This design comes from an exercise in tuning for small area and a short achievable clock period on the open sky130 flow, not from production work.
In this exercise RTL edits were held to simulation tests only and were not proved equivalent to the original.
Power figures rest on the tool's default switching activity, not on a simulated workload.

## flow/config.mk

```make
export PLATFORM = sky130hd
export DESIGN_NAME = tpu_host_buffer
export DESIGN_NICKNAME = tpu_host_buffer
export VERILOG_FILES = /design/flow/design.v
export SDC_FILE = /design/flow/constraint.sdc
export NUM_CORES = 4
export LEC_CHECK = 0
export CAP_MARGIN = 20
export CORE_MARGIN = 2
export CORE_UTILIZATION = 40
export SLEW_MARGIN = 20
```

## flow/constraint.sdc

```tcl
create_clock -name core_clock -period 6.0 [get_ports {clk}]
set_input_delay 1.2000 -clock core_clock [delete_from_list [all_inputs] [get_ports {clk}]]
set_output_delay 1.2000 -clock core_clock [all_outputs]
set_load 0.01 [all_outputs]
```

## flow/design.v

```verilog
module tpu_host_buffer #(
   parameter int ELEMS = 64
) (
   input  logic        clk,
   input  logic        rst_n,
   input  logic [7:0]  host_addr,
   input  logic [7:0]  host_wdata,
   input  logic        host_we,
   input  logic        host_start,
   output logic [7:0]  host_rdata,
   output logic        host_busy,
   output logic        host_done,
   output logic [7:0]  core_a_data,
   output logic [7:0]  core_b_data,
   output logic        core_valid,
   output logic        core_last,
   input  logic        core_ready,
   input  logic [15:0] res_data,
   input  logic        res_valid
);
   localparam int KW = $clog2(ELEMS);
   localparam logic [KW-1:0] K_LAST = KW'(ELEMS - 1);
   localparam logic [KW:0]   R_FULL = (KW + 1)'(ELEMS);
   typedef enum logic [1:0] {IDLE, STREAM, WAIT_RES, DONE} state_t;
   state_t        state_reg, state_next;
   logic [KW-1:0] k_reg, k_next;
   logic [KW:0]   r_reg, r_next;
   logic [7:0]    rdata_reg, rdata_next;
   logic [7:0]    a_mem   [ELEMS];
   logic [7:0]    b_mem   [ELEMS];
   logic [15:0]   res_mem [ELEMS];
   logic [KW-1:0] idx;
   logic          host_open;
   logic          buf_we;
   logic          res_we;
   logic          streaming;
   assign idx       = host_addr[KW-1:0];
   assign host_open = (state_reg == IDLE) || (state_reg == DONE);
   assign buf_we    = host_we && !host_addr[7] && host_open;
   assign streaming = (state_reg == STREAM);
   assign res_we    = res_valid && (streaming || state_reg == WAIT_RES) && (r_reg != R_FULL);
   always_ff @(posedge clk) begin
      if (buf_we && !host_addr[6])
         a_mem[idx] <= host_wdata;
      if (buf_we && host_addr[6])
         b_mem[idx] <= host_wdata;
      if (res_we)
         res_mem[r_reg[KW-1:0]] <= res_data;
   end
   always_comb begin
      rdata_next = '0;
      unique case (host_addr[7:6])
         2'b00:   rdata_next = a_mem[idx];
         2'b01:   rdata_next = b_mem[idx];
         2'b10:   rdata_next = res_mem[idx][7:0];
         default: rdata_next = res_mem[idx][15:8];
      endcase
   end
   always_ff @(posedge clk or negedge rst_n) begin
      if (!rst_n) begin
         state_reg <= IDLE;
         k_reg     <= '0;
         r_reg     <= '0;
         rdata_reg <= '0;
      end else begin
         state_reg <= state_next;
         k_reg     <= k_next;
         r_reg     <= r_next;
         rdata_reg <= rdata_next;
      end
   end
   always_comb begin
      state_next = state_reg;
      k_next     = k_reg;
      r_next     = r_reg;
      if (res_we)
         r_next = r_reg + 1'b1;
      unique case (state_reg)
         IDLE, DONE: begin
            if (host_start) begin
               state_next = STREAM;
               k_next     = '0;
               r_next     = '0;
            end else if (state_reg == DONE && buf_we) begin
               state_next = IDLE;
            end
         end
         STREAM: begin
            if (core_ready) begin
               if (k_reg == K_LAST)
                  state_next = WAIT_RES;
               else
                  k_next = k_reg + 1'b1;
            end
         end
         default: begin
            if (r_reg == R_FULL)
               state_next = DONE;
         end
      endcase
   end
   assign core_valid  = streaming;
   assign core_last   = streaming && (k_reg == K_LAST);
   assign core_a_data = streaming ? a_mem[k_reg] : 8'h00;
   assign core_b_data = streaming ? b_mem[k_reg] : 8'h00;
   assign host_rdata  = rdata_reg;
   assign host_busy   = streaming || (state_reg == WAIT_RES);
   assign host_done   = (state_reg == DONE);
endmodule
```

## flow/run.sh

```bash
#!/bin/bash
# synth_recipe.tcl (not shown) runs the flow's synth.tcl, then flattens the netlist and writes it again
# the make line also repeats each setting of config.mk as NAME=value (left out here)
make -C /OpenROAD-flow-scripts/flow DESIGN_CONFIG=/design/flow/config.mk WORK_HOME=/design/flow/orfs CLKGATE_MAP_FILE= SYNTH_SCRIPT=/design/flow/synth_recipe.tcl finish
```

==> results.yml, run 1 <==
setup_path:
  critical_path_class: "flop to output port"
  crit_fanout: 51
  end_kind: "output port"
  required_ns: 4.80
  startpoint_type: "flop"
  crit_arrival_ns: 4.55
timing:
  timing.fmax_mhz: 174
  tns_ns: 0
  grt_setup_unrepaired: "no"
  fin_crit_ns: 5.75
  slew_viol_final: 0
  finalHoldViolCount: 0
  setup_violations: 0
  worst_slew_pin_slew_ns: 1.15
  setup_slack_ns: 0.251
  fin_crit_sh: 0.958
  finalClockSkew_ns: 0.0424
  worst_slew_margin_rel: 0.231
routing:
  avgViaCountPerCell: 6.65
  post-route-drc-count: 0
  vias: 54900
  drt_wl_total_um: 311000
  first_pass_iters: 7
  drtIter0Drc: 9107
  wl_per_cell_um: 37.7
  ant_nets: 0
floorplan:
  die_w_um: 471
  fp-row-count: 171
  dieArea_mm2: 0.222
  start_util: 0.402
  coreArea_mm2: 0.217
  die_h_um: 471
  io_pins: 66
clocking:
  clockRootBuffer: "clkbuf_16"
  cts_setup_buffers: 0
  clk_pin_slew_ns: 0.06
  clock_latency_ns: 0.88
  numCtsBuffers: 209
  cts.sink_count: 2071
  cts_tree: "built"
  cts_resized: 0
  cts_buffer_depth: 3
  htreeDepth: 4
  ctsHoldBuffers: 0
synth:
  synth-seq-area-share: 0.712
  async_flop_share: 0.0111
  synthCells: 4951
  ys_seq_elements: 2071
  synth_edf_count: 2048
  synth-main-ff-cell: "edfxtp_1"
  synth_cell_types: 78
  syn-num-nets: 4994
  synthesis.area_mm2: 0.0872
  syn_area_per_cell_um2: 17.6
  yosysWarnings: 1
placement:
  place_inst: 7879
  post-place-ws_ns: 0.385
  port-buffer-count: 65
  hpwl_um: 193000
  gp_congestion: 0.929
power:
  p_per_area_mw_per_mm2: 345
  max-vdd-ir-drop_uv: 358
  leakagePower_uw: 0.0312
run:
  drv_cap: 0
global_routing:
  met1_usage: 0.371
  grt_use_met2: 0.413
  grt_usage: 0.275
  globalRouteOverflowTotal: 0
  antenna_found_initial: 20
  grt_start_max_net_pins: 98
  grt_use_met3: 0.0735
  grt_pass1_vias: 53200
  top_usage_layer: "met2"
  grt_pass1_wl_um: 430000
finish:
  fin_nets: 5281
  finalNonFillerCells: 8262
  fillers: 18400
  drive_gt1_frac: 0.245
  area_growth_pct: 14.6
  largest_register_ffs: 1024
hold_path:
  hp-class: "input pin to async pin"
run_status:
  outcome: "timing/DRC/antenna clean"
## path summary, 6_finish.rpt
path	start	end	slack [ns]	cells past startpoint
max	k_reg[1]$_DFFE_PN0P_	core_a_data[5]	0.25	6
min	rst_n	r_reg[2]$_DFF_PN0_	0.49	1
max reg2reg	r_reg[3]$_DFF_PN0_	res_mem[56][7]$_DFFE_PP_	1.86	7
min reg2reg	state_reg[0]$_DFFE_PN0P_	state_reg[0]$_DFFE_PN0P_	0.58	1
max in group asynchronous	rst_n	k_reg[3]$_DFFE_PN0P_	4.78	1
min in group core_clock	state_reg[0]$_DFFE_PN0P_	state_reg[0]$_DFFE_PN0P_	0.58	1
## stage by stage
step	instance area [um2]	hold WS (ns)	total power [uW]	utilization
6_report	100000	0.493	34500	0.461
3_5_place_dp	93200	0.550	21700	0.430
3_3_place_gp	93200	0.534	21700	0.429
5_1_grt	100000	0.488	35300	0.461
2_1_floorplan	87200	0.517	19500	-
4_1_cts	99900	0.442	34600	0.461
## per-layer routing
layer | up-vias | routed length [um] | share of wire
met5 | - | 146 | 0.00047
li1 | 21400 | - | -
met1 | 28800 | 117000 | 0.38
met3 | 794 | 36800 | 0.12
met2 | 3883 | 140000 | 0.45
met4 | 22 | 17200 | 0.055
## cell usage in the layout, fill, tap and decap left out, types with 65 or more instances in the layout
master	instances
a22oi_1	374
mux2_2	146
clkbuf_16	213
nand2_1	101
buf_4	363
a221oi_1	144
a21oi_1	141
mux2i_1	186
edfxtp_1	2048
mux4_2	373
nor2_1	285
o21ai_0	108
a22o_1	65
## critical path, stage by stage, from the launching register on
cell and delay [ns]:
dfrtp_4 0.99, buf_12 0.37, mux4_2 0.38, mux4_2 0.60
mux4_2 0.56, and2_1 0.19, clkdlybuf4s50_1 0.47
## layout make-up
cell class,count,area [um2],share of cell area
tap,2854,3570,0.0357
sequential,2071,62100,0.621
clock inverter,119,1180,0.0118
clock buffer,256,5550,0.0555
multi-input combinational,2483,23500,0.235
antenna,6,15.0,0.000150
inverter,12,47.5,0.000475
timing repair buffer,461,4020,0.0402
## kinds of logic (layout without fill, tap and decap cells)
logic type | count (synthesis) | count (layout) | share of synthesized area
other cells | 0 | 6 | 0
buf+inv | 397 | 848 | 0.0212
mux | 705 | 705 | 0.136
simple gates | 618 | 618 | 0.0330
fa+ha+maj | 5 | 5 | 0.000717
xor+xnor | 5 | 5 | 0.000502
compound gates | 1150 | 1150 | 0.0965
flops | 2071 | 2071 | 0.712
## cells in the mapped netlist, types with 51 or more instances
| cell type | n | share of area |
|---|---|---|
| a22o_1 | 65 | 0.0065 |
| a22oi_1 | 374 | 0.032 |
| clkbuf_1 | 145 | 0.0062 |
| edfxtp_1 | 2048 | 0.70 |
| mux4_2 | 373 | 0.096 |
| a31oi_1 | 51 | 0.0037 |
| mux2_2 | 146 | 0.019 |
| mux2i_1 | 186 | 0.021 |
| a21oi_1 | 141 | 0.0081 |
| nand2_1 | 103 | 0.0044 |
| a221oi_1 | 144 | 0.014 |
| buf_1 | 56 | 0.0024 |
| o21ai_0 | 108 | 0.0062 |
| o22ai_1 | 58 | 0.0042 |
| nor2_1 | 319 | 0.014 |
| buf_2 | 143 | 0.0082 |
## where the power goes
| part | switching, uW | total, uW | internal [uW] |
|---|---|---|---|
| sequential | 202 | 16300 | 16100 |
| clock | 5640 | 13100 | 7410 |
| combinational | 3040 | 5220 | 2190 |
| total | 8880 | 34500 | 25700 |
==> run 2, diff against run 1 <==
==> flow/design.v (replaced) <==
module tpu_host_buffer #(
   parameter int ELEMS = 64
) (
   input  logic        clk,
   input  logic        rst_n,
   input  logic [7:0]  host_addr,
   input  logic [7:0]  host_wdata,
   input  logic        host_we,
   input  logic        host_start,
   output logic [7:0]  host_rdata,
   output logic        host_busy,
   output logic        host_done,
   output logic [7:0]  core_a_data,
   output logic [7:0]  core_b_data,
   output logic        core_valid,
   output logic        core_last,
   input  logic        core_ready,
   input  logic [15:0] res_data,
   input  logic        res_valid
);
   localparam int KW = $clog2(ELEMS);
   logic          stream_q, wait_q, done_q, busy_q, last_q;
   logic [KW-1:0] kp_q;           
   logic [KW:0]   r_q;            
   logic [7:0]    a_q, b_q;       
   logic [1:0]    rsel_q;         
   logic [7:0]    ca_q, cb_q, cl_q, ch_q;   
   logic [7:0]    a_mem   [ELEMS];
   logic [7:0]    b_mem   [ELEMS];
   logic [15:0]   res_mem [ELEMS];
   logic [KW-1:0] idx;
   logic          host_open, buf_we, res_we, start, r_full, adv, at_end;
   assign idx       = host_addr[KW-1:0];
   assign host_open = !stream_q && !wait_q;
   assign buf_we    = host_we && !host_addr[7] && host_open;
   assign start     = host_start && host_open;
   assign r_full    = r_q[KW];
   assign res_we    = res_valid && busy_q && !r_full;
   assign adv       = stream_q && core_ready;
   assign at_end    = (kp_q == '0);   
   always_ff @(posedge clk) begin
      if (buf_we && !host_addr[6])
         a_mem[idx] <= host_wdata;
      if (buf_we && host_addr[6])
         b_mem[idx] <= host_wdata;
      if (res_we)
         res_mem[r_q[KW-1:0]] <= res_data;
   end
   always_ff @(posedge clk) begin
      cb_q <= b_mem[idx];
      cl_q <= res_mem[idx][7:0];
      ch_q <= res_mem[idx][15:8];
   end
   always_ff @(posedge clk or negedge rst_n) begin
      if (!rst_n) begin
         stream_q <= 1'b0;
         wait_q   <= 1'b0;
         done_q   <= 1'b0;
         busy_q   <= 1'b0;
         last_q   <= 1'b0;
         kp_q     <= '0;
         r_q      <= '0;
         a_q      <= '0;
         b_q      <= '0;
         rsel_q   <= '0;
         ca_q     <= '0;
      end else begin
         ca_q   <= a_mem[idx];
         rsel_q <= host_addr[7:6];
         if (start)
            r_q <= '0;
         else if (res_we)
            r_q <= r_q + 1'b1;
         if (start) begin
            stream_q <= 1'b1;
            busy_q   <= 1'b1;
            done_q   <= 1'b0;
            kp_q     <= KW'(1);
            last_q   <= 1'b0;
            a_q      <= (buf_we && host_addr[6:0] == 7'h00) ? host_wdata : a_mem[0];
            b_q      <= (buf_we && host_addr[6:0] == 7'h40) ? host_wdata : b_mem[0];
         end else if (stream_q) begin
            if (core_ready) begin
               if (at_end) begin
                  stream_q <= 1'b0;
                  wait_q   <= 1'b1;
                  a_q      <= '0;
                  b_q      <= '0;
               end else begin
                  a_q      <= a_mem[kp_q];
                  b_q      <= b_mem[kp_q];
               end
               kp_q   <= kp_q + 1'b1;
               last_q <= (kp_q == KW'(ELEMS - 1));
            end
         end else if (wait_q) begin
            if (r_full) begin
               wait_q <= 1'b0;
               busy_q <= 1'b0;
               done_q <= 1'b1;
            end
         end else if (done_q && buf_we) begin
            done_q <= 1'b0;
         end
      end
   end
   assign host_rdata  = rsel_q[1] ? (rsel_q[0] ? ch_q : cl_q) : (rsel_q[0] ? cb_q : ca_q);
   assign host_busy   = busy_q;
   assign host_done   = done_q;
   assign core_valid  = stream_q;
   assign core_last   = last_q;
   assign core_a_data = a_q;
   assign core_b_data = b_q;
endmodule
==> run 2 against run 1 <==
  * Sequential share of layout area about the same
  * Fmax increased by 35%
  * Register-to-register slack improved by 0.31 ns
  * Non-clock buffer count decreased by 160
  * Wire length decreased by 1.9%
  * Global-route usage decreased by 1.3 points
  * Combinational power increased by 26%
  * Die area increased by 3.0%
  * Setup slack improved by 1.5 ns
  * Sequential power increased by 4%
  * Worst hold slack improved by 0.071 ns
==> results.yml, run 2 <==
routing:
  avgViaCountPerCell: 6.50
  vias: 54300
  wl_per_cell_um: 36.6
  drtIter0Drc: 8816
  post-route-drc-count: 0
  drt_wl_total_um: 305000
  ant_nets: 0
  first_pass_iters: 8
clocking:
  cts_buffer_depth: 3
  cts.sink_count: 2116
  ctsHoldBuffers: 0
  clock_latency_ns: 0.85
  clk_pin_slew_ns: 0.06
  numCtsBuffers: 210
  cts_tree: "built"
  cts_resized: 0
  htreeDepth: 4
  clockRootBuffer: "clkbuf_16"
  cts_setup_buffers: 0
placement:
  place_inst: 7961
  gp_congestion: 0.945
  hpwl_um: 191000
  dpl_cell_area_mm2: 0.0946
  port-buffer-count: 65
synth:
  synth_edf_count: 2048
  syn-num-nets: 5120
  ys_seq_elements: 2116
  synth_top_area_cell: "edfxtp_1"
  synth_area_leaders: "edfxtp_1 (68%), mux4_2 (11%), mux2i_1 (3.7%)"
  yosysWarnings: 1
  syn_area_per_cell_um2: 17.7
  async_flop_share: 0.0208
  synth.most_common_cell: "edfxtp_1"
  netlist.area_leader.share: 0.685
  synthCells: 5079
  synthesis.area_mm2: 0.0898
  synth_cell_types: 70
  synth_common_cells: "edfxtp_1 (2048), mux4_2 (429), nor2_1 (353), mux2i_1 (328), a221oi_1 (201)"
  synth-seq-area-share: 0.702
  synth-main-ff-cell: "edfxtp_1"
setup_path:
  worst_path_most_repeated_cell: "nor2_1"
  end_kind: "flop"
  critical_path_class: "input pin to flop"
  crit_arrival_ns: 4.74
  crit_fanout: 8
  startpoint: "host_addr[7]"
  startpoint_type: "input pin"
  slowest_delay_ns: 0.84
  r2r-start: "wait_q$_DFFE_PN0P_"
  required_ns: 6.48
  slowest_stage: "nor2_1"
  path_cells: "clkdlybuf4s50_1 > or4b_2 > nor2_1 > nand2_1 > nor2_1"
global_routing:
  grt_use_met3: 0.0617
  grt_start_max_net_pins: 83
  grt_pass1_wl_um: 424000
  grt_usage: 0.262
  grt_use_met2: 0.403
  top_usage_layer: "met2"
  grt_pass1_vias: 52400
  met1_usage: 0.355
  globalRouteOverflowTotal: 0
  antenna_found_initial: 16
finish:
  final_common_cell: "edfxtp_1"
  postLayoutCellArea_mm2: 0.102
  finalNonFillerCells: 8352
  largest_register_ffs: 1024
  layout_common_cells: "edfxtp_1 (2048), mux4_2 (429), mux2i_1 (328)"
  drive_gt1_frac: 0.226
  area_growth_pct: 13.0
  fin_nets: 5241
timing:
  tns_ns: 0
  fin_crit_ns: 4.27
  worst_slew_margin_rel: 0.206
  slew_viol_final: 0
  grt_setup_unrepaired: "no"
  finalHoldViolCount: 0
  finalClockSkew_ns: 0.0479
  worst_slew_pin_slew_ns: 1.19
  timing.fmax_mhz: 234
  fin_crit_sh: 0.711
  setup_violations: 0
power:
  power_uw: 36800
  swShare: 0.274
  p_int_uw: 26700
  seqPwrFrac: 0.461
  clkPwrFrac: 0.361
  max-vdd-ir-drop_uv: 382
  p_per_area_mw_per_mm2: 362
  leakagePower_uw: 0.0320
  combPwrFrac: 0.179
  p_sw_uw: 10100
floorplan:
  die_w_um: 478
  io_pins: 66
  dieArea_mm2: 0.228
  coreArea_mm2: 0.223
  fp-row-count: 173
  die_h_um: 478
  start_util: 0.403
run:
  drv_cap: 0
hold_path:
  hp-class: "input pin to async pin"
run_status:
  outcome: "timing/DRC/antenna clean"
-- run 2: cell count changes in the layout (fill, tap and decap cells not counted), sizes merged, moves of 54 or more --
cell / delta
a221oi: +57
a22oi: -229
buf: -163
mux2i: +142
mux4: +56
nand2: +75
o22ai: +54
-- run 2: worst paths after layout --
path	to	slack, ns	depth (start not counted)
max	b_mem[52][1]$_DFFE_PP_	1.73	5
min reg2reg	last_q$_DFFE_PN0P_	0.56	2
max in group asynchronous	kp_q[3]$_DFFE_PN0P_	4.74	2
min	last_q$_DFFE_PN0P_	0.56	2
max reg2reg	b_mem[52][1]$_DFFE_PP_	2.17	4
min in group core_clock	last_q$_DFFE_PN0P_	0.56	2
-- run 2: through the flow --
step / setup slack [ns] / utilization / hold slack, ns
2_1_floorplan: 2.66 / - / 0.480
5_1_grt: 1.72 / 0.456 / 0.566
4_1_cts: 1.81 / 0.456 / 0.540
3_3_place_gp: 0.985 / 0.425 / 0.529
6_report: 1.73 / 0.456 / 0.563
3_5_place_dp: 0.901 / 0.425 / 0.543
-- run 2: power by group through the flow --
stage	clock (uW)	sequential, uW	combinational, uW
detailed placement	0	17200	6460
global route	13900	16900	6780
global placement	0	17200	6420
CTS	13300	16900	6470
finish	13300	16900	6570
floorplan	0	17000	4070
-- run 2: cell families (layout without fill, tap and decap cells) --
family,Yosys count,count (layout),synth area share
fa+ha+maj,3,3,0.000418
xor+xnor,8,8,0.000780
mux,905,905,0.163
compound gates,974,974,0.0802
other cells,0,2,0
buf+inv,401,697,0.0215
flops,2116,2116,0.702
simple gates,672,672,0.0323
-- run 2: worst max-delay path, delay by kind of cell --
kind,cells,cell delay (ns)
buffers and inverters,1,0.61
and+or+nand+nor,4,2.92
-- run 2: layout make-up --
type / instances / area, um2
Inverter: 9 / 47.5
Timing Repair Buffer: 301 / 2730
Clock inverter: 122 / 1260
Antenna cell: 2 / 5.00
Clock buffer: 265 / 5600
Fill cell: 18800 / 121000
Multi-Input combinational cell: 2562 / 25100
Sequential cell: 2116 / 63100
Tap cell: 2975 / 3720
-- run 2: metal layers --
layer | vias to the layer above | share of wire
li1 | 21400 | -
met1 | 28300 | 0.38
met2 | 3840 | 0.46
met3 | 707 | 0.11
met4 | 18 | 0.051
met5 | - | 0.00041
==> run 3, diff against run 2 <==
--- a/flow/config.mk
+++ b/flow/config.mk
@@ -6,6 +6,8 @@
 export NUM_CORES = 4
 export LEC_CHECK = 0
+export ABC_CLOCK_PERIOD_IN_PS = 2800
 export CAP_MARGIN = 20
 export CORE_MARGIN = 2
-export CORE_UTILIZATION = 40
+export CORE_UTILIZATION = 55
+export SETUP_SLACK_MARGIN = 3.2
 export SLEW_MARGIN = 20
==> run 3 against run 2 <==
  * Sequential cell count unchanged
  * Critical path depth decreased by 2
  * Wire length increased by 7.3%
  * Cell count decreased by 5.5%
  * Non-clock buffer count increased by 311
  * Highest routed layer unchanged
  * Still clean
  * Critical path type is now flop to output port
  * Clock skew decreased by 0.017 ns
  * Combinational power increased by 17%
  * Register-to-register slack improved by 0.98 ns
  * Sequential power about the same
==> results.yml, run 3 <==
run_status:
  outcome: "timing/DRC/antenna clean"
run:
  drv_cap: 0
routing:
  vias: 57100
  post-route-drc-count: 0
  first_pass_iters: 6
  avgViaCountPerCell: 7.23
  wl_per_cell_um: 41.5
  drtIter0Drc: 9343
  ant_nets: 0
  drt_wl_total_um: 328000
synth:
  synth_cell_types: 70
  async_flop_share: 0.0208
  netlist.area_leader.share: 0.685
  synth_area_leaders: "edfxtp_1 (68%), mux4_2 (11%), mux2i_1 (3.7%)"
  synthesis.area_mm2: 0.0898
  syn-num-nets: 5120
  syn_area_per_cell_um2: 17.7
  synth_edf_count: 2048
  ys_seq_elements: 2116
  yosysWarnings: 1
  synth-seq-area-share: 0.702
  synthCells: 5079
  synth_top_area_cell: "edfxtp_1"
  synth-main-ff-cell: "edfxtp_1"
  synth_common_cells: "edfxtp_1 (2048), mux4_2 (429), nor2_1 (353), mux2i_1 (328), a221oi_1 (201)"
  synth.most_common_cell: "edfxtp_1"
timing:
  finalClockSkew_ns: 0.0308
  fin_crit_ns: 3.55
  slew_viol_final: 0
  timing.fmax_mhz: 282
  setup_violations: 0
  fin_crit_sh: 0.592
  timing.hold.ws_ns: 0.519
  grt_setup_unrepaired: "yes"
  worst_slew_pin_slew_ns: 1.10
  tns_ns: 0
  worst_slew_margin_rel: 0.267
  finalHoldViolCount: 0
finish:
  fin_nets: 5561
  layout_common_cells: "edfxtp_1 (2048), mux4_2 (429), mux2i_1 (308)"
  area_growth_pct: 20.8
  largest_register_ffs: 1024
  final_common_cell: "edfxtp_1"
  drive_gt1_frac: 0.328
  fillers: 11000
global_routing:
  globalRouteOverflowTotal: 0
  grt_pass1_vias: 53900
  antenna_found_initial: 13
  grt_start_max_net_pins: 89
  grt_usage: 0.387
  grt_pass1_wl_um: 443000
clocking:
  cts_buffer_depth: 3
  clock_latency_ns: 0.89
  ctsHoldBuffers: 0
  cts.sink_count: 2116
  clockRootBuffer: "clkbuf_16"
  htreeDepth: 4
  clk_pin_slew_ns: 0.06
  cts_tree: "built"
  numCtsBuffers: 215
setup_path:
  required_ns: 4.80
  startpoint_type: "flop"
  r2r_slack_ns: 3.15
  r2r-end: "a_q[3]$_DFFE_PN0P_"
  r2r-start: "kp_q[0]$_DFFE_PN0P_"
  critical_path_class: "flop to output port"
  ff2ff_path_depth: 6
  crit_arrival_ns: 2.35
  end_kind: "output port"
  crit_fanout: 7
power:
  p_sw_uw: 10700
  p_per_area_mw_per_mm2: 350
  power_uw: 38000
  clkPwrFrac: 0.353
  swShare: 0.282
  p_int_uw: 27300
  seqPwrFrac: 0.444
  max-vdd-ir-drop_uv: 349
  leakagePower_uw: 0.0352
  combPwrFrac: 0.203
floorplan:
  coreArea_mm2: 0.162
  die_h_um: 408
  dieArea_mm2: 0.167
  die_w_um: 408
  start_util: 0.553
  io_pins: 66
  fp-row-count: 148
hold_path:
  min_path_cells: 1
  hp-start: "host_addr[7]"
  hold_path_end: "rsel_q[1]$_DFF_PN0_"
  hp-class: "input pin to flop"
placement:
  port-buffer-count: 65
  gp_congestion: 0.910
  hpwl_um: 190000
[run 3: cell counts after synthesis]
Identical to the previous run, type by type.
[run 3: timing repair]
| item | CTS | global route |
|---|---|---|
| pin swaps | 89 | 95 |
| buffers inserted | 180 | 102 |
| gates cloned | 27 | 12 |
| gates resized for setup | 351 | 112 |
| setup endpoints to repair | 1946 | 1113 |
[run 3: cells by family after synthesis]
family                     Yosys count  share of synthesized area
buffers and inverters              401                     0.0215
muxes                              905                      0.163
AOI/OAI and AO/OA                  974                     0.0802
xor gates and xnor gates             8                   0.000780
adders and majority gates            3                   0.000418
and+or+nand+nor                    672                     0.0323
DFF                               2116                      0.702
[run 3: worst max-delay path, cell delays in order (launching register included)]
cell	delay [ns]
dfrtp_4	0.50
buf_4	0.14
mux4_2	0.64
buf_6	0.18
[run 3: final cells by class]
type / instances / area (um2) / area share
flip-flops and latches: 2116 / 63100 / 0.582
inverters: 9 / 63.8 / 0.000588
clock inverters: 114 / 1170 / 0.0108
repair inverters: 1 / 8.76 / 0.0000807
repair buffers: 612 / 8170 / 0.0753
multi-input cells: 2565 / 27500 / 0.253
diodes: 9 / 22.5 / 0.000208
clock buffers: 288 / 5770 / 0.0531
well taps: 2175 / 2720 / 0.0251
[run 3: power by group through the flow]
stage	Clock, uW	Combinational (uW)	Sequential [uW]
final	13400	7710	16900
after global routing	14000	7890	16900
after CTS	13400	7260	16900
after detailed placement	0	6500	17300
after global placement	0	6490	17300
after floorplan	0	4200	17000
[run 3: worst max-delay path by stage]
stage / start / slack (ns) / endpoint / cells past startpoint
after CTS: rsel_q[0]$_DFF_PN0_ / 2.46 / host_rdata[5] / 3
final: rsel_q[0]$_DFF_PN0_ / 2.45 / host_rdata[6] / 3
after detailed placement: host_addr[0] / 1.19 / cb_q[4]$_DFF_P_ / 9
after global routing: rsel_q[0]$_DFF_PN0_ / 2.44 / host_rdata[5] / 3
after global placement: host_addr[0] / 1.22 / cb_q[4]$_DFF_P_ / 9
after floorplan: res_valid / 2.83 / res_mem[39][0]$_DFFE_PP_ / 5
[run 3: stage by stage]
step / cells / setup slack, ns / utilization / cell area [um2]
finish: 7889 / 2.45 / 0.668 / 109000
global route: 7880 / 2.44 / 0.668 / 108000
floorplan: 5079 / 2.83 / - / 92000
CTS: 7766 / 2.46 / 0.653 / 106000
global placement: 7157 / 1.22 / 0.584 / 94900
detailed placement: 7157 / 1.19 / 0.584 / 94900
[run 3: layer usage]
layer | global-route usage | vias to the layer above | share of wire
li1 | - | 22200 | -
met1 | 0.525 | 29600 | 0.36
met2 | 0.581 | 4280 | 0.45
met3 | 0.0905 | 961 | 0.12
met4 | 0.216 | 12 | 0.069
met5 | 0 | - | 0.00025
==> run 4, diff against run 3 <==
--- a/flow/design.v
+++ b/flow/design.v
@@ -24,6 +24,5 @@
    logic [KW:0]   r_q;            
    logic [7:0]    a_q, b_q;       
-   logic [1:0]    rsel_q;         
-   logic [7:0]    ca_q, cb_q, cl_q, ch_q;   
+   logic [7:0]    rdata_q, rdata_n;
    logic [7:0]    a_mem   [ELEMS];
    logic [7:0]    b_mem   [ELEMS];
@@ -47,8 +46,11 @@
          res_mem[r_q[KW-1:0]] <= res_data;
    end
-   always_ff @(posedge clk) begin
-      cb_q <= b_mem[idx];
-      cl_q <= res_mem[idx][7:0];
-      ch_q <= res_mem[idx][15:8];
+   always_comb begin
+      unique case (host_addr[7:6])
+         2'b00:   rdata_n = a_mem[idx];
+         2'b01:   rdata_n = b_mem[idx];
+         2'b10:   rdata_n = res_mem[idx][7:0];
+         default: rdata_n = res_mem[idx][15:8];
+      endcase
    end
    always_ff @(posedge clk or negedge rst_n) begin
@@ -63,9 +65,7 @@
          a_q      <= '0;
          b_q      <= '0;
-         rsel_q   <= '0;
-         ca_q     <= '0;
+         rdata_q  <= '0;
       end else begin
-         ca_q   <= a_mem[idx];
-         rsel_q <= host_addr[7:6];
+         rdata_q <= rdata_n;
          if (start)
             r_q <= '0;
@@ -105,5 +105,5 @@
       end
    end
-   assign host_rdata  = rsel_q[1] ? (rsel_q[0] ? ch_q : cl_q) : (rsel_q[0] ? cb_q : ca_q);
+   assign host_rdata  = rdata_q;
    assign host_busy   = busy_q;
    assign host_done   = done_q;
--- a/flow/config.mk
+++ b/flow/config.mk
@@ -6,8 +6,9 @@
 export NUM_CORES = 4
 export LEC_CHECK = 0
-export ABC_CLOCK_PERIOD_IN_PS = 2800
 export CAP_MARGIN = 20
 export CORE_MARGIN = 2
-export CORE_UTILIZATION = 55
-export SETUP_SLACK_MARGIN = 3.2
+export CORE_UTILIZATION = 50
+export CTS_CLUSTER_DIAMETER = 60
+export CTS_CLUSTER_SIZE = 30
+export SETUP_SLACK_MARGIN = 3.3
 export SLEW_MARGIN = 20
==> run 4 against run 3 <==
  * Cell count is 1.7% lower
  * First-iteration DRC count is 6.4% higher
  * Sequential share of layout area is 1.8 points higher
  * Combinational power is 7.4% higher
  * Synthesized cell count is 2.8% lower
  * Die area is 6.2% higher
  * Worst hold slack worse by 0.010 ns
  * Final area is 3.8% lower
  * Clock power is 21% lower
  * Setup slack better by 0.40 ns
  * Area after synthesis is 3.4% lower
  * Count of clock-buffer cells in the layout is 133 lower
  * Critical endpoint is now rdata_q[3]$_DFF_PN0_
==> results.yml, run 4 <==
placement:
  hpwl_um: 194000
  gp_congestion: 0.915
  port-buffer-count: 65
  place_inst: 7163
clocking:
  htreeDepth: 4
  cts.sink_count: 2090
  clk_pin_slew_ns: 0.09
  clockRootBuffer: "clkbuf_16"
  cts_tree: "built"
  cts_buffer_depth: 3
  ctsHoldBuffers: 0
  clock_latency_ns: 0.84
  numCtsBuffers: 142
power:
  clkPwrFrac: 0.299
  p_sw_uw: 10400
  leakagePower_uw: 0.0324
  max-vdd-ir-drop_uv: 288
  p_per_area_mw_per_mm2: 339
  combPwrFrac: 0.234
  swShare: 0.295
  p_int_uw: 24900
  seqPwrFrac: 0.467
routing:
  drt_wl_total_um: 341000
  wl_per_cell_um: 44.0
  post-route-drc-count: 0
  drtIter0Drc: 9944
  avgViaCountPerCell: 7.37
  first_pass_iters: 6
  vias: 57100
  ant_nets: 0
setup_path:
  end_kind: "flop"
  worst_path_most_repeated_cell: "nand3_2"
  path_cells: "buf_16 > and3b_4 > buf_12 > a22o_1 > a221oi_4 > nand3_2 > a222oi_1 > nand3_2 > and4_1"
  critical_path_class: "input pin to flop"
  startpoint_type: "input pin"
  crit_arrival_ns: 3.87
  crit_fanout: 10
  required_ns: 6.72
  slowest_stage: "a222oi_1"
  slowest_delay_ns: 0.64
floorplan:
  coreArea_mm2: 0.172
  fp-row-count: 152
  io_pins: 66
  die_h_um: 421
  dieArea_mm2: 0.177
  die_w_um: 421
  start_util: 0.504
run:
  drv_cap: 0
finish:
  finalNonFillerCells: 7753
  fillers: 12400
  area_growth_pct: 20.3
  layout_common_cells: "edfxtp_1 (2048), a22oi_1 (469), mux4_2 (324)"
  final_common_cell: "edfxtp_1"
  largest_register_ffs: 1024
  fin_nets: 5361
  drive_gt1_frac: 0.326
synth:
  netlist.area_leader.share: 0.709
  syn_area_per_cell_um2: 17.6
  synthesis.area_mm2: 0.0868
  synth_common_cells: "edfxtp_1 (2048), a22oi_1 (481), mux4_2 (324), nor2_1 (283), clkbuf_1 (160)"
  synth-seq-area-share: 0.721
  syn-num-nets: 4980
  synth_top_area_cell: "edfxtp_1"
  ys_seq_elements: 2090
  synth_area_leaders: "edfxtp_1 (71%), mux4_2 (8.4%), a22oi_1 (4.2%)"
  synth-main-ff-cell: "edfxtp_1"
  synthCells: 4939
  yosysWarnings: 1
  synth.most_common_cell: "edfxtp_1"
  async_flop_share: 0.0201
  synth_cell_types: 72
  synth_edf_count: 2048
run_status:
  outcome: "timing/DRC/antenna clean"
global_routing:
  globalRouteOverflowTotal: 0
  grt_pass1_vias: 53600
  grt_usage: 0.373
  grt_pass1_wl_um: 451000
  grt_start_max_net_pins: 91
  antenna_found_initial: 13
timing:
  worst_slew_margin_rel: 0.251
  fin_crit_sh: 0.525
  finalHoldViolCount: 0
  setup_violations: 0
  finalClockSkew_ns: 0.0428
  fin_crit_ns: 3.15
  timing.fmax_mhz: 317
  grt_setup_unrepaired: "yes"
  slew_viol_final: 0
  tns_ns: 0
  worst_slew_pin_slew_ns: 1.12
hold_path:
  hp-class: "input pin to async pin"
[run 4: changes by cell type in the layout (fill, tap and decap cells not counted), moves of 34 or more]
| cell | delta |
|---|---|
| mux4_2 | -105 |
| clkbuf_16 | -60 |
| o221ai_1 | -41 |
| buf_12 | -34 |
| a22o_1 | +57 |
| nor2_1 | -88 |
| a22oi_1 | +337 |
| o22ai_1 | -72 |
| a31oi_1 | +34 |
| clkbuf_1 | -56 |
| nand2_1 | -65 |
| mux2i_1 | -172 |
[run 4: final cells by class]
| type | count | area (um2) | share of cell area |
|---|---|---|---|
| antenna | 6 | 15.0 | 0.000144 |
| clock buffer | 155 | 3730 | 0.0357 |
| clock inverter | 106 | 1140 | 0.0109 |
| inverter | 12 | 57.6 | 0.000551 |
| multi-input combinational | 2456 | 26000 | 0.249 |
| sequential | 2090 | 62600 | 0.599 |
| tap | 2310 | 2890 | 0.0277 |
| timing repair buffer | 618 | 8010 | 0.0767 |
[run 4: routing by layer]
metal  vias to the layer above  part of all wire  track usage
met5                         -           0.00027            0
met4                        14             0.063        0.180
met3                       940              0.14       0.0970
met2                      4807              0.45        0.571
met1                     29600              0.35        0.500
li1                      21800                 -            -
[run 4: kinds of logic after synthesis]
| group | share of synthesized area |
|---|---|
| AO/OA/AOI/OAI | 0.110 |
| AND/OR/NAND/NOR | 0.0327 |
| multiplexers | 0.115 |
| XOR/XNOR | 0.000807 |
| buffers and inverters | 0.0201 |
| flip-flops | 0.721 |
| adder cells (fa/ha/maj) | 0.000433 |
[run 4: path summary, 6_finish.rpt]
kind                                              to  cells past startpoint  slack, ns                 from
worst max-delay path            rdata_q[3]$_DFF_PN0_                      9       2.85         host_addr[2]
worst min-delay path              r_q[0]$_DFFE_PN0P_                      2       0.51                rst_n
worst max register to register    a_q[6]$_DFFE_PN0P_                      9       2.87  kp_q[0]$_DFFE_PN0P_
worst min register to register    b_q[5]$_DFFE_PN0P_                      2       0.53   b_q[5]$_DFFE_PN0P_
max in group asynchronous        kp_q[0]$_DFFE_PN0P_                      2       4.73                rst_n
min in group core_clock           b_q[5]$_DFFE_PN0P_                      2       0.53   b_q[5]$_DFFE_PN0P_
[run 4: repair_timing]
| item | 4_1_cts | 5_1_grt |
|---|---|---|
| endpoints found under the setup margin | 2098 | 522 |
| pin swaps | 111 | 109 |
| gates cloned | 31 | 19 |
| setup buffers | 175 | 98 |
| gates resized for setup | 419 | 186 |
[run 4: critical path: cells and delay by family]
kind,cells,cell delay [ns]
simple gates,4,1.13
compound gates,3,1.11
buf+inv,2,0.37
[run 4: power groups by stage]
stage | clock network [uW] | registers, uW | logic [uW]
floorplan | 0 | 16700 | 4010
global placement | 0 | 16900 | 6270
detailed placement | 0 | 16900 | 6300
CTS | 10600 | 16500 | 7520
global route | 11100 | 16500 | 8410
finish | 10600 | 16500 | 8280
[run 4: per-stage QoR]
step                total power (uW)  utilization  instance area, um2  hold WS (ns)  worst slack (ns)
floorplan                      20700            -               88900         0.534              2.95
global placement               23200        0.536               92300         0.507             0.351
detailed placement             23200        0.537               92400         0.516             0.639
CTS                            34600        0.591              102000         0.511              2.96
global route                   36000        0.606              104000         0.540              2.88
finish                         35400        0.607              104000         0.509              2.85
==> run 5, diff against run 4 <==
--- a/flow/config.mk
+++ b/flow/config.mk
@@ -13,2 +13,3 @@
 export SETUP_SLACK_MARGIN = 3.3
 export SLEW_MARGIN = 20
+export TNS_END_PERCENT = 5
==> run 5 against run 4 <==
  * Critical endpoint unchanged
  * Count of clock-buffer cells in the layout decreased by 1
  * Synthesized cell count unchanged
  * Die area unchanged
  * Fmax increased by 1.7%
  * Largest power group unchanged
  * Area after synthesis unchanged
  * Final area decreased by 0.93%
  * Setup slack improved by 0.053 ns
==> results.yml, run 5 <==
synth:
  synth-seq-area-share: 0.721
  synth_cell_types: 72
  async_flop_share: 0.0201
  synthesis.area_mm2: 0.0868
  synth_top_family_by_area: "multiplexers"
  synth-adder-area-share: 0.000433
  ys_seq_elements: 2090
  yosys.area_share.simple: 0.0327
  synth_area_leaders: "edfxtp_1 (71%), mux4_2 (8.4%), a22oi_1 (4.2%)"
  syn_area_per_cell_um2: 17.6
  synth-compound-area-share: 0.110
  synth.most_common_cell: "edfxtp_1"
  synth_common_cells: "edfxtp_1 (2048), a22oi_1 (481), mux4_2 (324), nor2_1 (283), clkbuf_1 (160)"
  syn-num-nets: 4980
  synthXorXnorAreaFrac: 0.000807
  synth_top_area_cell: "edfxtp_1"
  synthCells: 4939
  synth-main-ff-cell: "edfxtp_1"
  synth.area.mux_share: 0.115
  netlist.area_leader.share: 0.709
  synth_edf_count: 2048
  yosysWarnings: 1
global_routing:
  grt_start_max_net_pins: 84
  grt_usage: 0.372
  antenna_found_initial: 16
  globalRouteOverflowTotal: 0
  grt_pass1_vias: 53300
  grt_pass1_wl_um: 449000
setup_path:
  crit_buf_inv: 3
  path_cells: "clkbuf_16 > and3b_4 > buf_4 > buf_6 > a22o_1 > a221oi_1 > a31oi_1 > nor4_2 > nand3_2 > and4_1"
  crit_fanout: 22
  slowest_stage: "nor4_2"
  startpoint: "host_addr[0]"
  end_kind: "flop"
  crit_family: "simple AND/OR/NAND/NOR gates"
  critical_path_class: "input pin to flop"
  required_ns: 6.74
  crit_arrival_ns: 3.84
  slowest_delay_ns: 0.52
  r2r-end: "b_q[7]$_DFFE_PN0P_"
  r2r_slack_ns: 2.97
  ff2ff_path_depth: 7
  r2r-start: "kp_q[0]$_DFFE_PN0P_"
  startpoint_type: "input pin"
power:
  p_per_area_mw_per_mm2: 340
  leakagePower_uw: 0.0322
  max-vdd-ir-drop_uv: 331
routing:
  drt_wl_total_um: 329000
  wl_per_cell_um: 42.7
  vias: 56500
  drtIter0Drc: 9925
  post-route-drc-count: 0
  ant_nets: 0
  first_pass_iters: 8
  avgViaCountPerCell: 7.33
timing:
  finalClockSkew_ns: 0.0449
  tns_ns: 0
  fin_crit_sh: 0.516
  finalHoldViolCount: 0
  worst_slew_pin_slew_ns: 1.16
  timing.fmax_mhz: 323
  fin_crit_ns: 3.10
  setup_slack_ns: 2.90
  grt_setup_unrepaired: "yes"
  setup_violations: 0
  worst_slew_margin_rel: 0.226
  slew_viol_final: 0
finish:
  finalNonFillerCells: 7712
  post-route-util: 0.601
  drive_gt1_frac: 0.317
  layout_common_cells: "edfxtp_1 (2048), a22oi_1 (464), mux4_2 (324)"
  area_growth_pct: 19.2
  final_common_cell: "edfxtp_1"
  largest_register_ffs: 1024
  fin_nets: 5314
  fillers: 12400
floorplan:
  coreArea_mm2: 0.172
  die_h_um: 421
  dieArea_mm2: 0.177
  start_util: 0.504
  io_pins: 66
  die_w_um: 421
  fp-row-count: 152
placement:
  post-place-ws_ns: 0.997
  hpwl_um: 193000
  gp_congestion: 0.930
  place_inst: 7175
  port-buffer-count: 65
clocking:
  htreeDepth: 4
  clockRootBuffer: "clkbuf_16"
  cts.sink_count: 2090
  clock_latency_ns: 0.88
  cts_buffer_depth: 3
  cts_tree: "built"
  clk_pin_slew_ns: 0.10
  numCtsBuffers: 144
hold_path:
  hp-class: "input pin to async pin"
run_status:
  outcome: "timing/DRC/antenna clean"
run:
  drv_cap: 0
run 5: cell types whose count changed in the layout (fill, tap and decap cells not counted), sizes merged, moves of 2 or more:
cell,change
clkdlybuf4s15,-17
bufbuf,+9
dlygate4sd2,+27
bufinv,+2
clkbuf,-22
buf,-48
clkinv,+5
run 5: routing by layer:
metal | wire [um] | share of wire | GRT usage | vias up
met5 | 88 | 0.00027 | 0 | -
met4 | 20400 | 0.062 | 0.194 | 16
met3 | 42200 | 0.13 | 0.0902 | 850
met2 | 149000 | 0.45 | 0.562 | 4656
met1 | 117000 | 0.36 | 0.503 | 29300
li1 | - | - | - | 21700
run 5: worst reg2reg max path: stages (launching register included):
cell and delay, ns:
dfrtp_4 0.45, buf_12 0.18, bufbuf_16 0.34, mux4_2 0.51
mux4_2 0.50, mux2_4 0.33, a2111oi_4 0.42, o22ai_1 0.13
run 5: power by group:
part	switching [uW]	total (uW)	internal (uW)
clock network	5740	10900	5140
logic	4330	7740	3410
registers	265	16500	16300
run 5: final cells by class:
type / count / area (um2) / share of cell area
clock inverter: 115 / 1430 / 0.0138
antenna: 6 / 15.0 / 0.000145
timing repair buffer: 570 / 7000 / 0.0677
clock buffer: 154 / 3700 / 0.0358
inverter: 12 / 55.1 / 0.000532
sequential: 2090 / 62600 / 0.605
multi-input combinational: 2455 / 25700 / 0.249
tap: 2310 / 2890 / 0.0279
run 5: through the flow:
stage               hold slack [ns]  instance area (um2)  total power (uW)
floorplan                     0.538                88200             20700
global placement              0.501                92200             23200
detailed placement            0.505                92300             23200
CTS                           0.466               103000             34900
global route                  0.507               103000             35800
finish                        0.486               103000             35200
run 5: worst max-delay path by stage:
stage / depth (start not counted) / slack [ns] / endpoint
finish: 10 / 2.90 / rdata_q[3]$_DFF_PN0_
CTS: 6 / 3.02 / res_mem[35][3]$_DFFE_PP_
global placement: 9 / 0.51 / rdata_q[4]$_DFF_PN0_
floorplan: 10 / 2.94 / rdata_q[6]$_DFF_PN0_
detailed placement: 10 / 1.0 / rdata_q[3]$_DFF_PN0_
global route: 7 / 2.94 / a_q[5]$_DFFE_PN0P_
run 5: kinds of logic after synthesis:
logic type,Yosys count
AOI/OAI and AO/OA,1255
xor gates and xnor gates,8
adders and majority gates,3
buffers and inverters,397
DFF,2090
muxes,580
and+or+nand+nor,606
run 5: what timing repair did:
item                                    4_1_cts  5_1_grt
hold buffers                                  0        0
gates resized for setup                     498       47
cloned                                       42        0
buffers inserted                            185       35
pin swaps                                   113       22
endpoints found under the setup margin     1993     1354
endpoints found under the hold margin         0        0
==> run 6, diff against run 5 <==
--- a/flow/config.mk
+++ b/flow/config.mk
@@ -8,5 +8,5 @@
 export CAP_MARGIN = 20
 export CORE_MARGIN = 2
-export CORE_UTILIZATION = 50
+export CORE_UTILIZATION = 60
 export CTS_CLUSTER_DIAMETER = 60
 export CTS_CLUSTER_SIZE = 30
==> run 6 against run 5 <==
  * Cell count down 6.2%
  * Largest power group unchanged
  * Critical path type unchanged
  * Critical path depth is the same
  * Synthesized cell count stayed put
  * Area after synthesis unchanged
  * Die area is 17% lower
  * Via count about the same
  * Critical endpoint unchanged
  * Worst hold slack gained 0.044 ns
  * Largest cell class unchanged
  * Global-route usage up 6.8 points
  * First-iteration DRC count grew 5.5%
  * Count of clock-buffer cells in the layout rose by 5
  * Setup slack lost 0.21 ns
  * Wire length decreased by 1.7%
==> results.yml, run 6 <==
setup_path:
  crit_fanout: 31
  r2r-end: "a_q[0]$_DFFE_PN0P_"
  critical_path_class: "input pin to flop"
  startpoint_type: "input pin"
  crit_arrival_ns: 4.02
  required_ns: 6.71
  end_kind: "flop"
  slowest_delay_ns: 0.73
  r2r-start: "kp_q[4]$_DFFE_PN0P_"
  slowest_stage: "a222oi_1"
  r2r_slack_ns: 2.93
  crit_family: "compound AO/OA/AOI/OAI gates"
  path_cells: "bufbuf_16 > nor3b_4 > buf_4 > buf_6 > a22o_1 > a221oi_2 > nand3_1 > a222oi_1 > nand3_2 > and4_1"
  crit_buf_inv: 3
  ff2ff_path_depth: 6
timing:
  timing.hold.ws_ns: 0.530
  timing.fmax_mhz: 302
  fin_crit_ns: 3.31
  finalClockSkew_ns: 0.0404
  setup_violations: 0
  tns_ns: 0
  grt_setup_unrepaired: "yes"
  fin_crit_sh: 0.551
  finalHoldViolCount: 0
  slew_viol_final: 0
  worst_slew_margin_rel: 0.251
  worst_slew_pin_slew_ns: 1.12
synth:
  synth_top_area_cell: "edfxtp_1"
  synth_area_leaders: "edfxtp_1 (71%), mux4_2 (8.4%), a22oi_1 (4.2%)"
  ys_seq_elements: 2090
  synth.most_common_cell: "edfxtp_1"
  synthCells: 4939
  syn_area_per_cell_um2: 17.6
  async_flop_share: 0.0201
  synth_top_family_by_area: "multiplexers"
  syn-num-nets: 4980
  netlist.area_leader.share: 0.709
  synth_common_cells: "edfxtp_1 (2048), a22oi_1 (481), mux4_2 (324), nor2_1 (283), clkbuf_1 (160)"
  synth-compound-area-share: 0.110
  yosysWarnings: 1
  synth-main-ff-cell: "edfxtp_1"
  synth-adder-area-share: 0.000433
  synthesis.area_mm2: 0.0868
  synthXorXnorAreaFrac: 0.000807
  synth-seq-area-share: 0.721
  yosys.area_share.simple: 0.0327
  synth_cell_types: 72
  synth.area.mux_share: 0.115
  synth_edf_count: 2048
power:
  p_per_area_mw_per_mm2: 347
  max-vdd-ir-drop_uv: 300
  leakagePower_uw: 0.0314
finish:
  post-route-util: 0.703
  fillers: 9184
  finalNonFillerCells: 7232
  fin_nets: 5242
  area_growth_pct: 16.4
  largest_register_ffs: 1024
  postLayoutCellArea_mm2: 0.101
  final_common_cell: "edfxtp_1"
  drive_gt1_frac: 0.294
  layout_common_cells: "edfxtp_1 (2048), a22oi_1 (473), mux4_2 (324)"
routing:
  first_pass_iters: 18
  ant_nets: 0
  post-route-drc-count: 0
  vias: 56600
  drt_wl_total_um: 323000
  drtIter0Drc: 10500
  wl_per_cell_um: 44.7
  avgViaCountPerCell: 7.82
placement:
  hpwl_um: 191000
  place_inst: 6766
  dpl_cell_area_mm2: 0.0917
  port-buffer-count: 65
  gp_congestion: 0.951
floorplan:
  io_pins: 66
  fp-row-count: 139
  coreArea_mm2: 0.144
  die_w_um: 384
  die_h_um: 384
  start_util: 0.604
  dieArea_mm2: 0.148
run:
  drv_cap: 0
hold_path:
  hp-class: "input pin to async pin"
clocking:
  cts_buffer_depth: 3
  numCtsBuffers: 144
  htreeDepth: 4
  clock_latency_ns: 0.84
  ctsHoldBuffers: 0
  cts.sink_count: 2090
  clk_pin_slew_ns: 0.10
  clockRootBuffer: "clkbuf_16"
  cts_tree: "built"
global_routing:
  grt_pass1_vias: 52900
  grt_pass1_wl_um: 441000
  antenna_found_initial: 18
  grt_start_max_net_pins: 83
  grt_usage: 0.440
  globalRouteOverflowTotal: 0
run_status:
  outcome: "timing/DRC/antenna clean"
-- run 6: cell counts after synthesis --
Identical to the previous run, type by type.
-- run 6: area by class of cell --
type                    count  area, um2  area share
flip-flops and latches   2090      62600       0.619
multi-input cells        2456      25100       0.249
repair buffers            497       5770      0.0571
clock buffers             159       3890      0.0385
well taps                1903       2380      0.0236
clock inverters           107       1210      0.0120
inverters                  12       53.8    0.000533
diodes                      8       20.0    0.000198
-- run 6: how the worst max path moves through the flow --
stage,from,endpoint,depth (start not counted)
floorplan,host_addr[2],rdata_q[6]$_DFF_PN0_,10
finish,host_addr[1],rdata_q[3]$_DFF_PN0_,10
detailed placement,host_addr[2],rdata_q[7]$_DFF_PN0_,10
global route,host_addr[0],rdata_q[3]$_DFF_PN0_,11
global placement,host_addr[2],rdata_q[7]$_DFF_PN0_,10
CTS,host_addr[0],rdata_q[3]$_DFF_PN0_,11
-- run 6: routing by layer --
metal  track usage  part of all wire  routed length (um)
met1         0.600              0.34              111000
met2         0.645              0.44              143000
met3         0.126              0.15               47400
met4         0.243             0.070               22600
met5             0           0.00052                 169
-- run 6: cell families after synthesis --
family / count (synthesis)
xor+xnor: 8
buf+inv: 397
flops: 2090
compound gates: 1255
mux: 580
fa+ha+maj: 3
simple gates: 606
-- run 6: what timing repair did --
item,4_1_cts,5_1_grt
gates resized for setup,318,51
pin swaps,59,27
setup endpoints to repair,1780,1796
gates cloned,35,1
setup buffers,132,24
-- run 6: power breakdown --
| part | switching [uW] | internal [uW] |
|---|---|---|
| clock network | 5590 | 5240 |
| logic | 4250 | 3400 |
| registers | 293 | 16300 |
-- run 6: through the flow --
stage | setup slack (ns) | power, uW
2_1_floorplan | 2.94 | 20700
3_3_place_gp | 0.735 | 23100
3_5_place_dp | 0.730 | 23100
4_1_cts | 2.88 | 34800
5_1_grt | 2.81 | 35600
6_report | 2.69 | 35000
-- run 6: worst register-to-register path: cells and delay by family, from the launching register on --
kind	cells	cell delay, ns
compound gates	3	1.24
flops	1	0.34
buf+inv	1	0.69
simple gates	2	0.69
==> run 7, diff against run 6 <==
--- a/flow/design.v
+++ b/flow/design.v
@@ -24,5 +24,5 @@
    logic [KW:0]   r_q;            
    logic [7:0]    a_q, b_q;       
-   logic [7:0]    rdata_q, rdata_n;
+   logic [7:0]    rlo_q, rlo_n, rhi_q, rhi_n;
    logic [7:0]    a_mem   [ELEMS];
    logic [7:0]    b_mem   [ELEMS];
@@ -46,12 +46,6 @@
          res_mem[r_q[KW-1:0]] <= res_data;
    end
-   always_comb begin
-      unique case (host_addr[7:6])
-         2'b00:   rdata_n = a_mem[idx];
-         2'b01:   rdata_n = b_mem[idx];
-         2'b10:   rdata_n = res_mem[idx][7:0];
-         default: rdata_n = res_mem[idx][15:8];
-      endcase
-   end
+   assign rlo_n = host_addr[7] ? 8'h00 : (host_addr[6] ? b_mem[idx] : a_mem[idx]);
+   assign rhi_n = host_addr[7] ? (host_addr[6] ? res_mem[idx][15:8] : res_mem[idx][7:0]) : 8'h00;
    always_ff @(posedge clk or negedge rst_n) begin
       if (!rst_n) begin
@@ -65,7 +59,9 @@
          a_q      <= '0;
          b_q      <= '0;
-         rdata_q  <= '0;
+         rlo_q    <= '0;
+         rhi_q    <= '0;
       end else begin
-         rdata_q <= rdata_n;
+         rlo_q  <= rlo_n;
+         rhi_q  <= rhi_n;
          if (start)
             r_q <= '0;
@@ -105,5 +101,5 @@
       end
    end
-   assign host_rdata  = rdata_q;
+   assign host_rdata  = rlo_q | rhi_q;
    assign host_busy   = busy_q;
    assign host_done   = done_q;
--- a/flow/config.mk
+++ b/flow/config.mk
@@ -8,8 +8,7 @@
 export CAP_MARGIN = 20
 export CORE_MARGIN = 2
-export CORE_UTILIZATION = 60
+export CORE_UTILIZATION = 50
 export CTS_CLUSTER_DIAMETER = 60
 export CTS_CLUSTER_SIZE = 30
 export SETUP_SLACK_MARGIN = 3.3
 export SLEW_MARGIN = 20
-export TNS_END_PERCENT = 5
==> run 7 against run 6 <==
  * Still clean on timing, DRC and antenna
  * Setup slack gained 0.26 ns
  * Via count grew 1.8%
  * Register-to-register slack gained 0.09 ns
  * Core utilization shrank 10 points
  * Fmax grew 8.5%
  * Count of clock-buffer cells in the layout grew 5
  * Non-clock buffer count grew 106
  * Wire length grew 4.4%
  * Synthesized cell count grew 4.0%
  * Clock power grew 5%
==> results.yml, run 7 <==
run_status:
  outcome: "timing/DRC/antenna clean"
global_routing:
  antenna_found_initial: 13
  grt_start_max_net_pins: 84
  globalRouteOverflowTotal: 0
  grt_pass1_wl_um: 454000
  grt_pass1_vias: 54200
  grt_usage: 0.359
routing:
  drtIter0Drc: 9490
  avgViaCountPerCell: 7.21
  vias: 57600
  wl_per_cell_um: 42.3
  post-route-drc-count: 0
  first_pass_iters: 8
  drt_wl_total_um: 338000
  ant_nets: 0
floorplan:
  fp-row-count: 155
  die_w_um: 428
  io_pins: 66
  coreArea_mm2: 0.178
  die_h_um: 428
  dieArea_mm2: 0.183
  start_util: 0.504
clocking:
  cts.sink_count: 2098
  htreeDepth: 4
  numCtsBuffers: 148
  clk_pin_slew_ns: 0.08
  cts_tree: "built"
  ctsHoldBuffers: 0
  cts_buffer_depth: 3
  clockRootBuffer: "clkbuf_16"
  clock_latency_ns: 0.85
setup_path:
  crit_arrival_ns: 3.74
  critPathCapture: "rlo_q[5]$_DFF_PN0_"
  cp.depth: 9
  slowest_stage: "nor4_4"
  end_kind: "flop"
  worst_path_most_repeated_cell: "buf_16"
  slowest_delay_ns: 0.61
  path_cells: "buf_16 > buf_12 > buf_16 > buf_16 > mux4_2 > a221oi_1 > o22ai_1 > nor4_4 > nor3_1"
  r2r-start: "kp_q[0]$_DFFE_PN0P_"
  required_ns: 6.69
  critical_path_class: "input pin to flop"
  crit_fanout: 14
  crit_family: "simple AND/OR/NAND/NOR gates"
  crit_buf_inv: 4
  startpoint: "host_addr[0]"
  r2r_slack_ns: 3.02
  ff2ff_path_depth: 10
  startpoint_type: "input pin"
  r2r-end: "b_q[5]$_DFFE_PN0P_"
timing:
  fin_crit_ns: 3.05
  fin_crit_sh: 0.508
  worst_slew_pin_slew_ns: 1.10
  finalClockSkew_ns: 0.0450
  grt_setup_unrepaired: "yes"
  setup_slack_ns: 2.95
  finalHoldViolCount: 0
  slew_viol_final: 0
  tns_ns: 0
  worst_slew_margin_rel: 0.267
  setup_violations: 0
  timing.fmax_mhz: 328
placement:
  post-place-ws_ns: 1.16
  gp_congestion: 0.936
  hpwl_um: 199000
  port-buffer-count: 65
synth:
  synthesis.area_mm2: 0.0898
  syn_area_per_cell_um2: 17.5
  netlist.area_leader.share: 0.684
  synth-seq-area-share: 0.698
  synth-main-ff-cell: "edfxtp_1"
  synthCells: 5136
  synth_cell_types: 72
  ys_seq_elements: 2098
  syn-num-nets: 5177
  async_flop_share: 0.0238
  synth_area_leaders: "edfxtp_1 (68%), mux4_2 (10%), mux2i_1 (4.2%)"
  synth_edf_count: 2048
  yosysWarnings: 1
  synth.most_common_cell: "edfxtp_1"
  synth_top_area_cell: "edfxtp_1"
  synth_common_cells: "edfxtp_1 (2048), mux4_2 (407), mux2i_1 (377), nor2_1 (344), a221oi_1 (193)"
run:
  drv_cap: 0
finish:
  fillers: 13000
  fin_nets: 5540
  area_growth_pct: 19.7
  final_common_cell: "edfxtp_1"
  regArea_mm2: 0.0628
  drive_gt1_frac: 0.346
  layout_common_cells: "edfxtp_1 (2048), mux4_2 (407), mux2i_1 (315)"
  multi_input_area_mm2: 0.0285
  largest_register_ffs: 1024
power:
  leakagePower_uw: 0.0345
  max-vdd-ir-drop_uv: 321
  p_per_area_mw_per_mm2: 347
hold_path:
  hp-class: "input pin to async pin"
run 7: cell types whose count changed after synthesis, sizes merged, moves of 62 or more:
cell / delta
a22oi: -320
mux2i: +228
mux4: +83
nor2: +62
o21ai: +109
o22ai: +127
run 7: how the worst min path moves through the flow:
stage / cells after the start / to
6_report: 1 / b_q[0]$_DFFE_PN0P_
5_1_grt: 1 / b_q[0]$_DFFE_PN0P_
4_1_cts: 1 / b_q[0]$_DFFE_PN0P_
3_5_place_dp: 1 / b_q[4]$_DFFE_PN0P_
3_3_place_gp: 1 / b_q[7]$_DFFE_PN0P_
2_1_floorplan: 2 / a_q[2]$_DFFE_PN0P_
run 7: power by group:
group          switching [uW]  internal (uW)
sequential                283          16400
combinational            5280           4170
clock                    5700           5550
total                   11300          26100
run 7: per-stage QoR:
stage                     total power [uW]  cells  utilization  instance area, um2  hold WS [ns]
after global routing                 38100   7982        0.603              108000         0.156
after CTS                            36600   7890        0.592              106000         0.134
after global placement               23900   7366        0.532               94800         0.502
final                                37400   7987        0.603              108000         0.161
after detailed placement             24000   7373        0.533               95000         0.512
after floorplan                      21300   5136            -               91900         0.522
run 7: cell type report:
cell class	instances	share of cell area
repair buffers	603	0.0736
diodes	6	0.000140
multi-input cells	2640	0.265
well taps	2355	0.0274
flip-flops and latches	2098	0.584
clock buffers	164	0.0363
inverters	8	0.000617
clock inverters	113	0.0132
run 7: kinds of logic after synthesis:
group / synth area share
muxes: 0.162
adders and majority gates: 0.000418
and+or+nand+nor: 0.0321
buffers and inverters: 0.0241
DFF: 0.698
xor gates and xnor gates: 0.000682
AOI/OAI and AO/OA: 0.0820
run 7: timing repair:
item                                    in CTS  in global routing
endpoints found under the setup margin    2063                272
endpoints found under the hold margin        0                  0
cloned                                      34                 14
resized for setup                          530                200
pin swaps                                  106                 83
buffers inserted                           206                 77
run 7: worst register-to-register path, stage by stage, from the launching register on:
cell and delay (ns):
dfrtp_4 0.49, buf_12 0.13, buf_16 0.16, buf_12 0.16, buf_12 0.15, mux4_2 0.56, mux4_2 0.55, o22ai_4 0.24
a211oi_4 0.09, a31oi_4 0.22, o211ai_1 0.11
run 7: routing by layer:
| layer | global-route usage | vias to the layer above | wire [um] |
|---|---|---|---|
| met5 | 0 | - | 88 |
| met4 | 0.216 | 12 | 25600 |
| met3 | 0.0853 | 1016 | 39200 |
| met2 | 0.553 | 4378 | 155000 |
| met1 | 0.466 | 30000 | 118000 |
| li1 | - | 22200 | - |
==> run 8, diff against run 7 <==
--- a/flow/config.mk
+++ b/flow/config.mk
@@ -13,2 +13,3 @@
 export SETUP_SLACK_MARGIN = 3.3
 export SLEW_MARGIN = 20
+export TNS_END_PERCENT = 5
==> run 8 against run 7 <==
  * Still clean
  * Register-to-register slack worse by 0.13 ns
  * Combinational power down 15%
  * First-iteration DRC count down 7.6%
  * Die area unchanged
  * Total power down 4.3%
  * Fmax down 1.8%
  * Via count down 1.7%
  * Area after synthesis unchanged
  * Clock power about the same
  * Critical path depth down 1
  * Critical path type is now flop to flop
  * Critical endpoint is now a_q[1]$_DFFE_PN0P_
  * Largest cell class unchanged
  * Largest power group unchanged
==> results.yml, run 8 <==
routing:
  drtIter0Drc: 8773
  drt_wl_total_um: 335000
  wl_per_cell_um: 42.4
  avgViaCountPerCell: 7.16
  wl_met2_um: 152000
  post-route-drc-count: 0
  drt-met1-wl_um: 118000
  first_pass_iters: 8
  met3_length_um: 41300
  vias: 56600
  ant_nets: 0
  routed.top_layer: "met5"
synth:
  synthesis.area_mm2: 0.0898
  synth-seq-area-share: 0.698
  ys_seq_elements: 2098
  yosysWarnings: 1
  syn-num-nets: 5177
  synth_cell_types: 72
  syn_area_per_cell_um2: 17.5
  synth_edf_count: 2048
  netlist.area_leader.share: 0.684
  synth.most_common_cell: "edfxtp_1"
  synthCells: 5136
  synth_common_cells: "edfxtp_1 (2048), mux4_2 (407), mux2i_1 (377), nor2_1 (344), a221oi_1 (193)"
  synth_top_area_cell: "edfxtp_1"
  async_flop_share: 0.0238
  synth-main-ff-cell: "edfxtp_1"
  synth_area_leaders: "edfxtp_1 (68%), mux4_2 (10%), mux2i_1 (4.2%)"
run_status:
  outcome: "timing/DRC/antenna clean"
finish:
  fin_nets: 5458
  finalNonFillerCells: 7901
  final_common_cell: "edfxtp_1"
  area_growth_pct: 16.6
  post-route-util: 0.587
  fillers: 13300
  multi_input_area_mm2: 0.0274
  largest_register_ffs: 1024
  drive_gt1_frac: 0.311
  regArea_mm2: 0.0628
  layout_common_cells: "edfxtp_1 (2048), mux4_2 (407), mux2i_1 (349)"
clocking:
  cts.sink_count: 2098
  ctsHoldBuffers: 0
  clockRootBuffer: "clkbuf_16"
  numCtsBuffers: 145
  clk_pin_slew_ns: 0.08
  htreeDepth: 4
  clock_latency_ns: 0.87
  cts_buffer_depth: 3
  cts_tree: "built"
timing:
  finalHoldViolCount: 0
  slew_viol_final: 0
  setup_slack_ns: 2.89
  worst_slew_pin_slew_ns: 1.12
  grt_setup_unrepaired: "yes"
  timing.fmax_mhz: 322
  worst_slew_margin_rel: 0.251
  fin_crit_ns: 3.11
  setup_violations: 0
  fin_crit_sh: 0.518
  tns_ns: 0
  finalClockSkew_ns: 0.0345
setup_path:
  ff2ff_path_depth: 8
  path_cells: "buf_12 > buf_4 > mux4_2 > mux2i_2 > o22ai_1 > nor2_1 > o21ai_1 > a221o_1"
  startpoint_type: "flop"
  critical_path_class: "flop to flop"
  slowest_delay_ns: 0.55
  r2r-start: "kp_q[0]$_DFFE_PN0P_"
  slowest_stage: "mux4_2"
  crit_arrival_ns: 3.82
  crit_fanout: 11
  r2r-end: "a_q[1]$_DFFE_PN0P_"
  r2r_slack_ns: 2.89
  end_kind: "flop"
  required_ns: 6.71
placement:
  place_inst: 7410
  port-buffer-count: 65
  gp_congestion: 0.924
  post-place-ws_ns: 0.611
  hpwl_um: 196000
global_routing:
  grt_pass1_vias: 53300
  grt_start_max_net_pins: 81
  grt_usage: 0.349
  grt_pass1_wl_um: 442000
  antenna_found_initial: 14
  globalRouteOverflowTotal: 0
power:
  p_int_uw: 25000
  max-vdd-ir-drop_uv: 319
  clkPwrFrac: 0.312
  swShare: 0.301
  combPwrFrac: 0.224
  seqPwrFrac: 0.464
  leakagePower_uw: 0.0336
  p_per_area_mw_per_mm2: 341
  p_sw_uw: 10800
  power_uw: 35800
floorplan:
  fp-row-count: 155
  io_pins: 66
  die_h_um: 428
  coreArea_mm2: 0.178
  start_util: 0.504
  die_w_um: 428
  dieArea_mm2: 0.183
run:
  drv_cap: 0
hold_path:
  hp-class: "input pin to async pin"
## run 8: cell types whose count changed in the layout (fill, tap and decap cells not counted), sizes merged, moves of 2 or more
cell / change
clkinvlp: -5
clkinv: +8
buf: -97
clkdlybuf4s15: -8
diode: +2
clkbuf: -6
clkdlybuf4s50: +14
bufbuf: -3
dlygate4sd2: +6
inv: +3
## run 8: final cells by class
type | instances | share of cell area
clock buffers | 150 | 0.0352
flip-flops and latches | 2098 | 0.599
inverters | 8 | 0.000765
repair buffers | 524 | 0.0591
well taps | 2355 | 0.0281
diodes | 8 | 0.000191
multi-input cells | 2640 | 0.262
clock inverters | 118 | 0.0151
## run 8: how the worst max path moves through the flow
stage / slack (ns) / depth (start not counted) / to / start
finish: 2.89 / 8 / a_q[1]$_DFFE_PN0P_ / kp_q[0]$_DFFE_PN0P_
global route: 2.95 / 8 / b_q[5]$_DFFE_PN0P_ / kp_q[0]$_DFFE_PN0P_
CTS: 2.98 / 1 / core_b_data[2] / b_q[2]$_DFFE_PN0P_
detailed placement: 0.61 / 10 / rhi_q[4]$_DFF_PN0_ / host_addr[1]
global placement: 0.58 / 10 / rhi_q[4]$_DFF_PN0_ / host_addr[1]
floorplan: 3.01 / 8 / rhi_q[3]$_DFF_PN0_ / host_addr[0]
## run 8: kinds of logic (layout without fill, tap and decap cells)
group | after synthesis | after routing | synth area share
muxes | 929 | 929 | 0.162
xor gates and xnor gates | 7 | 7 | 0.000682
buffers and inverters | 401 | 800 | 0.0241
adders and majority gates | 3 | 3 | 0.000418
AOI/OAI and AO/OA | 1034 | 1034 | 0.0820
DFF | 2098 | 2098 | 0.698
and+or+nand+nor | 664 | 667 | 0.0321
other | 0 | 8 | 0
## run 8: worst max-delay path: cells and delay by family, from the launching register on
family                 cells  cell delay [ns]
AO/OA/AOI/OAI              3             0.87
AND/OR/NAND/NOR            1             0.33
buffers and inverters      2             0.39
multiplexers               2             0.91
flip-flops                 1             0.45
## run 8: metrics by stage
step                      instance area (um2)  hold slack, ns
final                                  105000           0.501
after global routing                   105000           0.535
after CTS                              102000           0.511
after detailed placement                94800           0.494
after global placement                  94700           0.484
after floorplan                         91200           0.520
## run 8: power groups by stage
| stage | clock (uW) | sequential, uW | combinational, uW |
|---|---|---|---|
| 2_1_floorplan | 0 | 16800 | 4380 |
| 3_3_place_gp | 0 | 17000 | 6770 |
| 3_5_place_dp | 0 | 17000 | 6800 |
| 4_1_cts | 11200 | 16600 | 7470 |
| 5_1_grt | 11700 | 16600 | 8150 |
| 6_report | 11100 | 16600 | 8000 |
## run 8: repair_timing
action	CTS	global route
setup buffers	70	100
cloned	17	28
pin swaps	40	55
gates resized for setup	262	200
hold endpoints to repair	0	0
endpoints found under the setup margin	2049	1948
## run 8: metal layers
layer	up-vias	global-route usage
li1	22000	-
met1	29300	0.464
met2	4353	0.538
met3	955	0.0758
met4	4	0.198
met5	-	0

Re-timed with assumed drivers on the ports (clkbuf_16 on the clock, buf_2 on other inputs), run 8 has 2.671 ns of setup slack against 2.893 ns with ideal ports, and 1.730 ns once port delays also move by the mid clock arrival of 0.942 ns.
